Background: an optimization exercise with open tools, aiming at small area. Do not read the settings as production practice. The RTL was checked by simulation tests, not by an equivalence proof against the original design. Power figures rest on the tool's default switching activity, not on a simulated workload.

**flow/design.v**
```verilog
`default_nettype none
module rotate_points_about_centroid_core #(
  parameter int MaxVertices = 64
) (
  input  wire logic               clk,
  input  wire logic               rst,
  input  wire logic               cfg_we,
  input  wire logic               cfg_idx,
  input  wire logic [15:0]        cfg_data,
  input  wire logic               in_valid,
  output logic                    in_stall,
  input  wire logic signed [15:0] x_in,
  input  wire logic signed [15:0] y_in,
  input  wire logic               last_in,
  output logic                    out_valid,
  input  wire logic               out_stall,
  output logic signed [21:0]      x_out,
  output logic signed [21:0]      y_out,
  output logic                    last_out,
  output logic                    overflow
);
  typedef enum logic [2:0] {
    S_LOAD0, S_LOAD, S_SUM, S_CHK, S_DIV, S_STORE, S_WAIT, S_RUN
  } st_t;
  st_t               st;
  logic [63:0][31:0] ring;
  logic [5:0]        ph;
  logic [6:0]        cnt;
  logic              dropped;
  logic [15:0]       cos_r, sin_r;
  logic [33:0]       P;
  logic [15:0]       mx, my;
  logic              sx, sy;
  logic [21:0]       y_q;
  logic [6:0]        e1;
  logic [6:0]        o;
  logic              axis, neg, ov;
  logic full, acc, wr;
  assign full = cnt[6];
  always_comb begin
    in_stall = 1'b1;
    if (st == S_LOAD0) in_stall = 1'b0;
    else if (st == S_LOAD) in_stall = !(full || ph == cnt[5:0]);
  end
  assign acc = in_valid && !in_stall;
  assign wr = acc && (st == S_LOAD0 || !full);
  always_ff @(posedge clk) begin
    ring <= {ring[62:0], wr ? {y_in, x_in} : ring[63]};
    ph <= (st == S_LOAD0 && acc) ? 6'd1 : ph + 6'd1;
  end
  always_ff @(posedge clk) begin
    if (rst) begin
      cos_r <= 16'sd16384;
      sin_r <= '0;
    end else if (cfg_we) begin
      if (cfg_idx) sin_r <= cfg_data;
      else cos_r <= cfg_data;
    end
  end
  logic [3:0]  t;
  logic [1:0]  u;
  logic        r;
  logic [15:0] xtap, ytap;
  assign t = o[5:2];
  assign u = o[1:0];
  assign r = o[6];
  for (genvar k = 0; k < 16; k++) begin : g_tap
    assign xtap[k] = ring[4*k+1][15-k];
    assign ytap[k] = ring[4*k+2][31-k];
  end
  logic xb, yb, cxb, cyb, top;
  assign top = (t == 4'd0);
  assign xb = xtap[t];
  assign yb = ytap[t];
  assign cxb = mx[4'd15 - t] ^ sx;
  assign cyb = my[4'd15 - t] ^ sy;
  logic [15:0] src;
  logic        inv, cin, shl;
  logic [33:0] sum, opv;
  assign opv = {{18{src[15]}}, src} ^ {34{inv}};
  assign sum = (shl ? {P[32:0], 1'b0} : P) + opv + 34'(cin);
  logic [33:0] dsh, dnext;
  logic [7:0]  rtry;
  assign dsh = {P[32:0], 1'b0};
  assign rtry = {1'b0, dsh[28:22]} - {1'b0, cnt};
  assign dnext = rtry[7] ? dsh : {dsh[33:29], rtry[6:0], dsh[21:1], 1'b1};
  logic [23:0] q24;
  logic [21:0] satq;
  assign q24 = P[33:10];
  assign satq = (q24[23:21] == 3'b000 || q24[23:21] == 3'b111) ? q24[21:0]
              : {q24[23], {21{~q24[23]}}};
  logic svalid;
  assign svalid = {1'b0, ph} < cnt;
  logic padd;
  always_comb begin
    src = '0;
    inv = 1'b0;
    cin = 1'b0;
    shl = 1'b0;
    padd = 1'b0;
    if (st == S_SUM) begin
      src = axis ? ring[63][31:16] : ring[63][15:0];
      inv = neg;
      padd = svalid;
    end else if (st == S_RUN) begin
      unique case (u)
        2'd1: begin
          src = r ? cos_r : sin_r;
          shl = 1'b1;
          padd = 1'b1;
          if (xb == cxb) src = '0;
          else begin
            inv = (~xb ^ top);
            cin = inv;
          end
        end
        2'd2: begin
          src = r ? sin_r : cos_r;
          padd = 1'b1;
          if (yb == cyb) src = '0;
          else begin
            inv = (~yb ^ top) ^ r;
            cin = inv;
          end
        end
        2'd3: begin
          src = {1'b0, (r ? cxb : cyb), 13'd0, (t == 4'd6)};
          padd = 1'b1;
          inv = top && (r ? cxb : cyb);
          cin = inv;
        end
        default: ;
      endcase
    end
  end
  always_ff @(posedge clk) begin
    if (rst) begin
      st <= S_LOAD0;
      ov <= 1'b0;
    end else begin
      unique case (st)
        S_LOAD0: begin
          if (acc) begin
            cnt <= 7'd1;
            dropped <= 1'b0;
            if (last_in) begin
              st <= S_SUM;
              axis <= 1'b0;
              neg <= 1'b0;
              o <= '0;
            end else st <= S_LOAD;
          end
        end
        S_LOAD: begin
          if (acc) begin
            if (full) dropped <= 1'b1;
            else cnt <= cnt + 7'd1;
            if (last_in) begin
              st <= S_SUM;
              axis <= 1'b0;
              neg <= 1'b0;
              o <= '0;
            end
          end
        end
        S_SUM: begin
          o <= o + 7'd1;
          if (o[5:0] == 6'd63) st <= S_CHK;
        end
        S_CHK: begin
          o <= '0;
          if (!neg && P[33]) begin
            neg <= 1'b1;
            st <= S_SUM;
          end else begin
            if (axis) sy <= neg && !P[33];
            else sx <= neg && !P[33];
            st <= S_DIV;
          end
        end
        S_DIV: begin
          o <= o + 7'd1;
          if (o == 7'd21) st <= S_STORE;
        end
        S_STORE: begin
          o <= '0;
          neg <= 1'b0;
          if (!axis) begin
            mx <= P[15:0];
            axis <= 1'b1;
            st <= S_SUM;
          end else begin
            my <= P[15:0];
            e1 <= 7'd1;
            st <= S_WAIT;
          end
        end
        S_WAIT: begin
          if (ov) begin
            if (!out_stall) begin
              ov <= 1'b0;
              e1 <= e1 + 7'd1;
              if (e1 == cnt) st <= S_LOAD0;
            end
          end else if (ph == e1[5:0]) begin
            o <= 7'd1;
            st <= S_RUN;
          end
        end
        S_RUN: begin
          o <= o + 7'd1;
          if (o == 7'd127) begin
            ov <= 1'b1;
            st <= S_WAIT;
          end
        end
        default: st <= S_LOAD0;
      endcase
    end
  end
  always_ff @(posedge clk) begin
    if (st == S_LOAD0 || st == S_LOAD || st == S_STORE) P <= '0;
    else if (st == S_CHK) begin
      if (P[33]) P <= '0;
    end else if (st == S_DIV) P <= dnext;
    else if (st == S_WAIT) begin
      if (ov && !out_stall) P <= '0;
    end else if (st == S_RUN && o == 7'd64) P <= '0;
    else if (padd) P <= sum;
  end
  always_ff @(posedge clk) begin
    if (st == S_RUN && o == 7'd64) y_q <= satq;
  end
  assign out_valid = ov;
  assign x_out = satq;
  assign y_out = y_q;
  assign last_out = (e1 == cnt);
  assign overflow = dropped;
endmodule
`default_nettype wire
```
**flow/run.sh**
```bash
#!/bin/bash
# synth_recipe.tcl (not shown) runs the flow's synth.tcl, then flattens the netlist and writes it again
# the make line also repeats each setting of config.mk as NAME=value (left out here)
make -C /OpenROAD-flow-scripts/flow DESIGN_CONFIG=/design/flow/config.mk WORK_HOME=/design/flow/orfs CLKGATE_MAP_FILE= SYNTH_SCRIPT=/design/flow/synth_recipe.tcl finish
```
**flow/config.mk**
```make
export PLATFORM = sky130hd
export DESIGN_NAME = rotate_points_about_centroid_core
export DESIGN_NICKNAME = rotate_points_about_centroid_core
export VERILOG_FILES = /design/flow/design.v
export SDC_FILE = /design/flow/constraint.sdc
export NUM_CORES = 4
export LEC_CHECK = 0
export CAP_MARGIN = 20
export CORE_MARGIN = 2
export CORE_UTILIZATION = 40
export CTS_BUF_LIST = sky130_fd_sc_hd__clkbuf_8
export SLEW_MARGIN = 20
```
**flow/constraint.sdc**
```tcl
create_clock -name core_clock -period 12.0 [get_ports {clk}]
set_input_delay 2.4000 -clock core_clock [delete_from_list [all_inputs] [get_ports {clk}]]
set_output_delay 2.4000 -clock core_clock [all_outputs]
set_load 0.01 [all_outputs]
```
==> results.yml, run 1 <==
status:
  status: "no timing/DRC/antenna violations"
sta:
  finClkSkew_ns: 0.0726
  final.period_utilization_pct: 57.7
  period_minus_slack_ns: 6.93
  hold_viol: 0
  max_slew_margin_pct: 29.0
  final_max_slew_viol_count: 0
  tightest_slew_ns: 1.07
  rsz0062_at_grt: "no"
  fmax_mhz: 144
  setup_tns_ns: 0
  finalSetupViolCount: 0
critical_path:
  crit_fanout: 18
  critPathBufInv: 1
  crit_chain: "mux4_2 > mux2i_1 > mux2i_1 > xnor2_1 > nor4b_1 > a221oi_2 > a21oi_2 > a21o_1 > xor2_1 > fa_1 > inv_1 > fa_1 > nor2b_1 > o21ai_0 > a21boi_0 > o211ai_1 > a2111oi_0 > or3_1 > a41o_1 > o21ai_0 > xnor2_1 > a222oi_1 > nor2_1"
  worst_path_max_delay_cell: "edfxtp_1"
  crit_family: "compound AO/OA/AOI/OAI gates"
  required_ns: 12.81
  setup.worst_path.class: "reg -> reg"
  endpoint_kind: "flip-flop"
  start_kind: "flip-flop"
  critPathArrivalTime_ns: 7.74
  cpPeakStageDelay_ns: 0.95
placement:
  place_area_um2: 54400
  dp_hpwl_um: 47300
  port-buffer-count: 102
  gp_congestion: 0.843
logic_synthesis:
  synth_edf_count: 80
  ys_ff_latch: 2204
  syn-num-nets: 3288
  synthCells: 3177
  synth_ff_type: "dfxtp_1"
  yosysMostFrequentCell: "dfxtp_1"
  ys.warnings.count: 1
  yosysSeqAreaShare_pct: 87.3
  synthArstFlopShare_pct: 0
  synth_top_cell_by_area: "dfxtp_1"
  syn_area_um2: 51500
  synthTopCellsByCount: "dfxtp_1 (2124), nand2_1 (136), nor2_1 (119)"
  synthDominantCellAreaShare_pct: 82.6
  synth_area_leaders: "dfxtp_1 (83%), edfxtp_1 (4.7%), mux2_2 (1.3%), ha_1 (1.3%), nand2_1 (0.99%)"
  avgSynthCellArea_um2: 16.2
  synth_cell_type_count: 68
floorplanning:
  die_area_um2: 132000
  initial_core_util_pct: 40.3
  dieWidth_um: 363
  pin_count: 103
  core_um2: 128000
  fp.dieH_um: 363
  row_count: 131
clock_network:
  cts_resized: 0
  postCtsHoldBufs: 0
  clock_latency_ns: 0.94
  cts-root-buf: "clkbuf_8"
  h-tree-depth: 5
  cts_buffer_depth: 4
  cts_buffers: 331
  cts_setup_buffers: 0
  cts_sinks: 2204
  cts_tree: "done"
  path_clk_slew_ns: 0.06
power:
  p_leak_nw: 25.2
  power_density_nw_per_um2: 236
  irDropWorstVdd_uv: 156
global_route:
  grt_max_degree: 43
  antenna_found_initial: 7
  grt_usage_pct: 12.1
  grt_pass1_wl_um: 123000
  grt_pass1_vias: 22800
  grt_overflow: 0
drt:
  wire_per_inst_um: 14.4
  first_pass_iters: 5
  vias: 22800
  ant_nets: 0
  drt-initial-drc-count: 1359
  drt-total-wl_um: 78600
  viasPerCell: 4.18
  drc: 0
finish:
  drive_above_1_share_pct: 15.2
  nNetsFinal: 3670
  syn2layout_area_growth_pct: 18.6
  postLayoutCellArea_um2: 61000
worst_hold_path:
  min_path_type: "reg -> reg"
flow_run:
  cap_violations: 0
[state kept, by name (all words and copies together), names as in the netlist, 7 cells and up]
signal / flops
ring: 2048
P: 34
y_q: 22
cos_r: 16
mx: 16
my: 16
sin_r: 16
cnt: 7
e1: 7
o: 7
[final cells by class]
class,instances,area (um2)
diodes,6,15.0
clock buffers,418,5750
clock inverters,138,828
fillers,10900,66600
inverters,37,139
multi-input cells,873,6200
flip-flops and latches,2204,44900
well taps,1662,2080
repair buffers,112,1100
[worst paths after layout]
path / slack [ns] / cells past startpoint / endpoint / from
worst min-delay path: 0.26 / 0 / ring[934] / ring[902]
worst max register to register: 5.07 / 23 / P[32] / o[2]
worst max-delay path: 5.07 / 23 / P[32] / o[2]
worst min register to register: 0.26 / 0 / ring[934] / ring[902]
[stage by stage]
| step | cells | utilization [%] | power, mW | worst slack (ns) | hold WS (ns) |
|---|---|---|---|---|---|
| floorplan | 3177 | - | 8.50 | 6.17 | 0.310 |
| global placement | 4888 | 42.6 | 8.68 | 5.13 | 0.310 |
| detailed placement | 4888 | 42.6 | 8.69 | 5.08 | 0.312 |
| CTS | 5444 | 47.8 | 14.6 | 5.10 | 0.253 |
| global route | 5445 | 47.8 | 15.0 | 4.17 | 0.255 |
| finish | 5450 | 47.8 | 14.4 | 5.07 | 0.261 |
[per-layer routing]
metal	global-route usage [%]	wire length, um	up-vias
met4	5.64	2420	2
met2	16.8	32100	583
met1	16.8	39200	10800
met5	0	11	-
li1	-	-	11200
met3	3.97	4790	189
[cells in the final DEF (no fill, tap or decap), types with 9 or more instances in the layout]
cell type / instances
dfxtp_1: 2124
clkbuf_8: 418
nand2_1: 136
inv_1: 125
nor2_1: 117
clkdlybuf4s50_1: 102
edfxtp_1: 80
a21oi_1: 72
mux2_2: 61
ha_1: 53
o21ai_0: 50
xor2_1: 43
xnor2_1: 41
a22oi_1: 34
clkinv_2: 28
mux2i_1: 26
nand3_1: 24
nor2b_1: 20
o22ai_1: 20
mux4_2: 17
a21o_1: 15
nor3_1: 10
clkinvlp_4: 10
buf_4: 10
nand2b_1: 9
[worst register-to-register path, stage by stage, from the launching register on]
cell	delay, ns
edfxtp_1	0.95
mux4_2	0.61
mux2i_1	0.14
mux2i_1	0.11
xnor2_1	0.24
nor4b_1	0.42
a221oi_2	0.09
a21oi_2	0.24
a21o_1	0.60
xor2_1	0.26
fa_1	0.26
inv_1	0.06
fa_1	0.40
nor2b_1	0.12
o21ai_0	0.10
a21boi_0	0.36
o211ai_1	0.20
a2111oi_0	0.68
or3_1	0.23
a41o_1	0.17
o21ai_0	0.11
xnor2_1	0.14
a222oi_1	0.29
nor2_1	0.07
[where the power goes]
| group | internal (mW) | switching [mW] |
|---|---|---|
| sequential | 8.05 | 0.196 |
| combinational | 0.120 | 0.165 |
| clock | 3.29 | 2.57 |
[cells by family after synthesis]
family | after synthesis | synth area share (%)
AO/OA/AOI/OAI | 268 | 3.39
XOR/XNOR | 86 | 1.50
adder cells (fa/ha/maj) | 56 | 1.41
buffers and inverters | 100 | 0.768
flip-flops | 2204 | 87.3
multiplexers | 104 | 2.58
AND/OR/NAND/NOR | 359 | 3.07
==> run 2: changes to the inputs <==
--- a/flow/config.mk
+++ b/flow/config.mk
@@ -9,4 +9,3 @@
 export CORE_MARGIN = 2
 export CORE_UTILIZATION = 40
-export CTS_BUF_LIST = sky130_fd_sc_hd__clkbuf_8
 export SLEW_MARGIN = 20
==> run 2 against run 1 <==
Against the previous run:
- global-route usage is 0.091 points lower
- clock skew is 0.029 ns lower
- clock-buffer cell count is 129 lower
- clock power is 8.4% higher
- combinational power hardly changed
- critical endpoint unchanged
- largest cell class unchanged
- largest power group unchanged
==> results.yml, run 2 <==
drt:
  drt-total-wl_um: 77900
  wire_per_inst_um: 14.9
  ant_nets: 0
  drt-initial-drc-count: 1331
  viasPerCell: 4.19
  drc: 0
  vias: 22000
  first_pass_iters: 5
logic_synthesis:
  synth_cell_type_count: 68
  yosysMostFrequentCell: "dfxtp_1"
  synth_area_leaders: "dfxtp_1 (83%), edfxtp_1 (4.7%), mux2_2 (1.3%), ha_1 (1.3%), nand2_1 (0.99%)"
  synth_ff_type: "dfxtp_1"
  avgSynthCellArea_um2: 16.2
  synthDominantCellAreaShare_pct: 82.6
  synthArstFlopShare_pct: 0
  synthTopCellsByCount: "dfxtp_1 (2124), nand2_1 (136), nor2_1 (119)"
  syn-num-nets: 3288
  ys_ff_latch: 2204
  synth_edf_count: 80
  ys.warnings.count: 1
  yosysSeqAreaShare_pct: 87.3
  synth_top_cell_by_area: "dfxtp_1"
  synthCells: 3177
  syn_area_um2: 51500
clock_network:
  cts_sinks: 2204
  cts_setup_buffers: 0
  postCtsHoldBufs: 0
  cts_tree: "done"
  h-tree-depth: 4
  path_clk_slew_ns: 0.06
  cts_resized: 0
  clock_latency_ns: 0.78
  cts-root-buf: "clkbuf_16"
  cts_buffers: 194
  cts_buffer_depth: 3
sta:
  final_max_slew_viol_count: 0
  finalSetupViolCount: 0
  setup_tns_ns: 0
  period_minus_slack_ns: 7.04
  rsz0062_at_grt: "no"
  hold_viol: 0
  final.period_utilization_pct: 58.6
  setup_ws_ns: 4.96
  fmax_mhz: 142
  whs_ns: 0.283
  finClkSkew_ns: 0.0441
  tightest_slew_ns: 1.06
  max_slew_margin_pct: 29.4
finish:
  n_fill_cell: 10800
  largest_register_ffs: 2048
  final_common_cell: "dfxtp_1"
  regMostFlops: "ring"
  multi_input_area_um2: 6200
  drive_above_1_share_pct: 11.6
  regArea_um2: 44900
  syn2layout_area_growth_pct: 19.0
  mostFrequentLayoutCells: "dfxtp_1 (2124), clkbuf_16 (200), nand2_1 (136)"
  postLayoutCellArea_um2: 61300
  nNetsFinal: 3533
  reg_top3: "ring x2048, P x34, y_q x22"
global_route:
  antenna_found_initial: 8
  grt_pass1_vias: 21700
  grt_max_degree: 43
  grt_busiest_layer: "met1"
  grt_use_met2_pct: 16.9
  grt_use_met1_pct: 17.2
  grt_pass1_wl_um: 122000
  grt_usage_pct: 12.0
  grt_overflow: 0
  met3_usage_pct: 3.33
critical_path:
  rr_worst_depth: 23
  r2r_end: "P[32]"
  required_ns: 12.67
  start_kind: "flip-flop"
  worstSetupEndpoint: "P[32]"
  startpoint: "o[2]"
  endpoint_kind: "flip-flop"
  worstReg2RegStart: "o[2]"
  crit_fanout: 18
  setup.worst_path.class: "reg -> reg"
  critPathArrivalTime_ns: 7.70
  r2r_slack_ns: 4.96
power:
  p_leak_nw: 24.8
  power_density_nw_per_um2: 243
  irDropWorstVdd_uv: 155
worst_hold_path:
  hold_path_depth: 0
  min_path_type: "reg -> reg"
status:
  status: "no timing/DRC/antenna violations"
placement:
  gp_congestion: 0.843
  port-buffer-count: 102
  place_area_um2: 54400
  post-place-ws_ns: 5.08
  dp_hpwl_um: 47300
floorplanning:
  initial_core_util_pct: 40.3
  core_um2: 128000
  pin_count: 103
  dieWidth_um: 363
  fp.dieH_um: 363
  die_area_um2: 132000
  row_count: 131
flow_run:
  cap_violations: 0
run 2: cell counts after synthesis:
No cell type changed its count.
run 2: cell type report:
| cell class | count | area share (%) |
|---|---|---|
| flip-flops and latches | 2204 | 73.3 |
| multi-input cells | 873 | 10.1 |
| clock buffers | 289 | 9.42 |
| well taps | 1662 | 3.39 |
| repair buffers | 112 | 1.79 |
| clock inverters | 66 | 1.70 |
| inverters | 37 | 0.227 |
| diodes | 1 | 0.00409 |
run 2: metrics by stage:
| step | power [mW] | cells | util (%) |
|---|---|---|---|
| floorplan | 8.50 | 3177 | - |
| global placement | 8.68 | 4888 | 42.6 |
| detailed placement | 8.69 | 4888 | 42.6 |
| CTS | 15.1 | 5243 | 48.0 |
| global route | 15.5 | 5243 | 48.0 |
| finish | 14.9 | 5244 | 48.0 |
run 2: cell families (layout without fill, tap and decap cells):
group                      Yosys count  count (layout)  synth area share (%)
DFF                               2204            2204                  87.3
other                                0               1                     0
buffers and inverters              100             504                 0.768
adders and majority gates           56              56                  1.41
AOI/OAI and AO/OA                  268             268                  3.39
xor gates and xnor gates            86              86                  1.50
muxes                              104             104                  2.58
and+or+nand+nor                    359             359                  3.07
run 2: worst min-delay path by stage:
stage	to	slack (ns)	from
global placement	ring[1319]	0.31	ring[1287]
global route	ring[785]	0.29	ring[753]
detailed placement	ring[1277]	0.31	ring[1245]
finish	ring[176]	0.28	ring[144]
CTS	ring[750]	0.29	ring[718]
floorplan	ring[1000]	0.31	ring[968]
run 2: per-layer routing:
layer / part of all wire, % / vias up
li1: - / 10900
met1: 51 / 10400
met2: 40 / 508
met3: 5.6 / 162
met4: 2.9 / 0
met5: 0 / -
run 2: critical path, stage by stage (launching register included):
cell,delay [ns]
edfxtp_1,0.98
mux4_2,0.60
mux2i_1,0.14
mux2i_1,0.11
xnor2_1,0.24
nor4b_1,0.42
a221oi_2,0.09
a21oi_2,0.24
a21o_1,0.59
xor2_1,0.26
fa_1,0.25
inv_1,0.06
fa_1,0.40
nor2b_1,0.12
o21ai_0,0.11
a21boi_0,0.37
o211ai_1,0.20
a2111oi_0,0.71
or3_1,0.24
a41o_1,0.17
o21ai_0,0.11
xnor2_1,0.14
a222oi_1,0.30
nor2_1,0.07
run 2: power by group:
part,switching [mW],internal [mW]
clock,2.62,3.73
sequential,0.198,8.05
combinational,0.164,0.120
==> run 3: changes to the inputs <==
--- a/flow/config.mk
+++ b/flow/config.mk
@@ -9,3 +9,4 @@
 export CORE_MARGIN = 2
 export CORE_UTILIZATION = 40
+export CTS_BUF_LIST = sky130_fd_sc_hd__clkbuf_4
 export SLEW_MARGIN = 20
==> run 3 against run 2 <==
Against the previous run:
- global-route usage rose by 0.46 points
- clock skew rose by 0.071 ns
- power fell by 4.2%
- hold slack got worse by 0.037 ns
- first-iteration DRC count fell by 15%
- combinational power barely moved
- via count rose by 8.9%
- critical endpoint unchanged
- setup slack improved by 0.024 ns
- area after synthesis did not move
==> results.yml, run 3 <==
finish:
  largest_register_ffs: 2048
  reg_top3: "ring x2048, P x34, y_q x22"
  syn2layout_area_growth_pct: 18.2
  drive_above_1_share_pct: 22.3
  mostFrequentLayoutCells: "dfxtp_1 (2124), clkbuf_4 (764), nand2_1 (136)"
  final_common_cell: "dfxtp_1"
  nNetsFinal: 3873
  regMostFlops: "ring"
power:
  p_sw_share_pct: 20.8
  p_sw_mw: 2.97
  total_power_mw: 14.3
  p_leak_nw: 25.3
  power_frac_seq_pct: 57.8
  power_frac_comb_pct: 2.0
  power_density_nw_per_um2: 234
  clockPowerShare_pct: 40.2
  irDropWorstVdd_uv: 102
  intPower_mw: 11.3
global_route:
  grt_pass1_vias: 24800
  grt_max_degree: 43
  antenna_found_initial: 9
  grt_overflow: 0
  grt_usage_pct: 12.4
  grt_pass1_wl_um: 128000
clock_network:
  clock_latency_ns: 1.21
  cts_resized: 0
  cts_setup_buffers: 0
  cts_buffer_depth: 4
  cts_sinks: 2204
  cts_buffers: 534
  h-tree-depth: 6
  path_clk_slew_ns: 0.07
  cts-root-buf: "clkbuf_4"
  postCtsHoldBufs: 0
  cts_tree: "done"
drt:
  wire_per_inst_um: 14.0
  first_pass_iters: 5
  viasPerCell: 4.17
  drt-total-wl_um: 80200
  drt-initial-drc-count: 1126
  met1Wirelength_um: 39500
  wl_met3_um: 4960
  drc: 0
  highest_layer: "met4"
  vias: 24000
  met2_length_um: 33100
  ant_nets: 0
floorplanning:
  core_um2: 128000
  fp.dieH_um: 363
  initial_core_util_pct: 40.3
  row_count: 131
  die_area_um2: 132000
  dieWidth_um: 363
  pin_count: 103
critical_path:
  start_kind: "flip-flop"
  setup.worst_path.class: "reg -> reg"
  endpoint_kind: "flip-flop"
  crit_fanout: 18
  startpoint: "o[2]"
  required_ns: 13.00
  critPathArrivalTime_ns: 8.01
  worstReg2RegStart: "o[2]"
logic_synthesis:
  synth_top_cell_by_area: "dfxtp_1"
  syn-num-nets: 3288
  synthArstFlopShare_pct: 0
  synth_cell_type_count: 68
  avgSynthCellArea_um2: 16.2
  ys_ff_latch: 2204
  synthDominantCellAreaShare_pct: 82.6
  synth_area_leaders: "dfxtp_1 (83%), edfxtp_1 (4.7%), mux2_2 (1.3%), ha_1 (1.3%), nand2_1 (0.99%)"
  synthCells: 3177
  yosysMostFrequentCell: "dfxtp_1"
  synth_ff_type: "dfxtp_1"
  syn_area_um2: 51500
  yosysSeqAreaShare_pct: 87.3
  synthTopCellsByCount: "dfxtp_1 (2124), nand2_1 (136), nor2_1 (119)"
  ys.warnings.count: 1
  synth_edf_count: 80
sta:
  period_minus_slack_ns: 7.01
  final.period_utilization_pct: 58.4
  finClkSkew_ns: 0.115
  max_slew_margin_pct: 31.0
  fmax_mhz: 143
  finalSetupViolCount: 0
  rsz0062_at_grt: "no"
  hold_viol: 0
  tightest_slew_ns: 1.03
  setup_tns_ns: 0
  whs_ns: 0.246
  final_max_slew_viol_count: 0
worst_hold_path:
  min_path_type: "reg -> reg"
  hp-start: "ring[762]"
placement:
  port-buffer-count: 102
  dp_hpwl_um: 47300
  gp_congestion: 0.843
flow_run:
  cap_violations: 0
status:
  status: "no timing/DRC/antenna violations"
-- run 3: layout make-up --
| cell class | instances | area [um2] |
|---|---|---|
| fillers | 11100 | 66800 |
| flip-flops and latches | 2204 | 44900 |
| multi-input cells | 873 | 6200 |
| clock buffers | 764 | 5740 |
| well taps | 1662 | 2080 |
| repair buffers | 112 | 1100 |
| clock inverters | 85 | 649 |
| inverters | 37 | 139 |
| diodes | 11 | 27.5 |
-- run 3: critical path, cell delays in order, from the launching register on --
cell and delay (ns):
edfxtp_1 0.97, mux4_2 0.60, mux2i_1 0.14, mux2i_1 0.11
xnor2_1 0.23, nor4b_1 0.43, a221oi_2 0.09, a21oi_2 0.23
a21o_1 0.60, xor2_1 0.26, fa_1 0.25, inv_1 0.06
fa_1 0.40, nor2b_1 0.12, o21ai_0 0.10, a21boi_0 0.36
o211ai_1 0.20, a2111oi_0 0.71, or3_1 0.24, a41o_1 0.17
o21ai_0 0.11, xnor2_1 0.14, a222oi_1 0.29, nor2_1 0.07
-- run 3: stage by stage --
| step | worst slack (ns) | instances | cell area, um2 | util, % |
|---|---|---|---|---|
| after floorplan | 6.17 | 3177 | 51500 | - |
| after global placement | 5.13 | 4888 | 54400 | 42.6 |
| after detailed placement | 5.08 | 4888 | 54400 | 42.6 |
| after CTS | 5.03 | 5737 | 60800 | 47.6 |
| after global routing | 4.15 | 5743 | 60800 | 47.6 |
| final | 4.99 | 5748 | 60900 | 47.7 |
-- run 3: per-layer routing --
metal,track usage (%),vias to the layer above
met2,17.2,645
met4,6.90,0
met1,16.8,11200
met5,0,-
li1,-,11900
met3,4.50,225
-- run 3: kinds of logic after synthesis --
logic type	count (synthesis)	synth area share, %
flops	2204	87.3
compound gates	268	3.39
simple gates	359	3.07
buf+inv	100	0.768
xor+xnor	86	1.50
fa+ha+maj	56	1.41
mux	104	2.58
-- run 3: power groups by stage --
stage	clock (mW)	combinational (mW)	sequential, mW
floorplan	0	0.197	8.30
global placement	0	0.281	8.40
global route	6.39	0.310	8.31
CTS	5.99	0.285	8.26
detailed placement	0	0.283	8.40
finish	5.72	0.285	8.24
-- run 3: final timing paths --
path               end  slack (ns)  cells after the start
max reg2reg      P[32]        4.99                     23
min reg2reg  ring[794]        0.25                      0
max              P[32]        4.99                     23
min          ring[794]        0.25                      0

==> separate check: timing with driven ports <==
How much do the figures lean on ideal ports? The routed layouts below were timed once more, with nothing changed but the port constraints.
Step 1, drivers: a clkbuf_16 drives clk and a buf_2 each remaining input, both assumed.
Step 2 also shifts input and output timing later by t, the mid clock arrival at the registers, as if the neighbouring blocks saw the same clock.
Slacks: ideal / step 1 / step 2; pairs: ideal / step 1.
run | shift t [ns] | setup slack, ns | worst setup path after step 2
run 1 | 0.969 | 5.070 / 5.070 / 5.070 | register to register
run 2 | 0.827 | 4.963 / 4.963 / 4.963 | register to register
run 3 | 1.198 | 4.987 / 4.987 / 4.987 | register to register
After both steps every run listed still meets setup and hold.
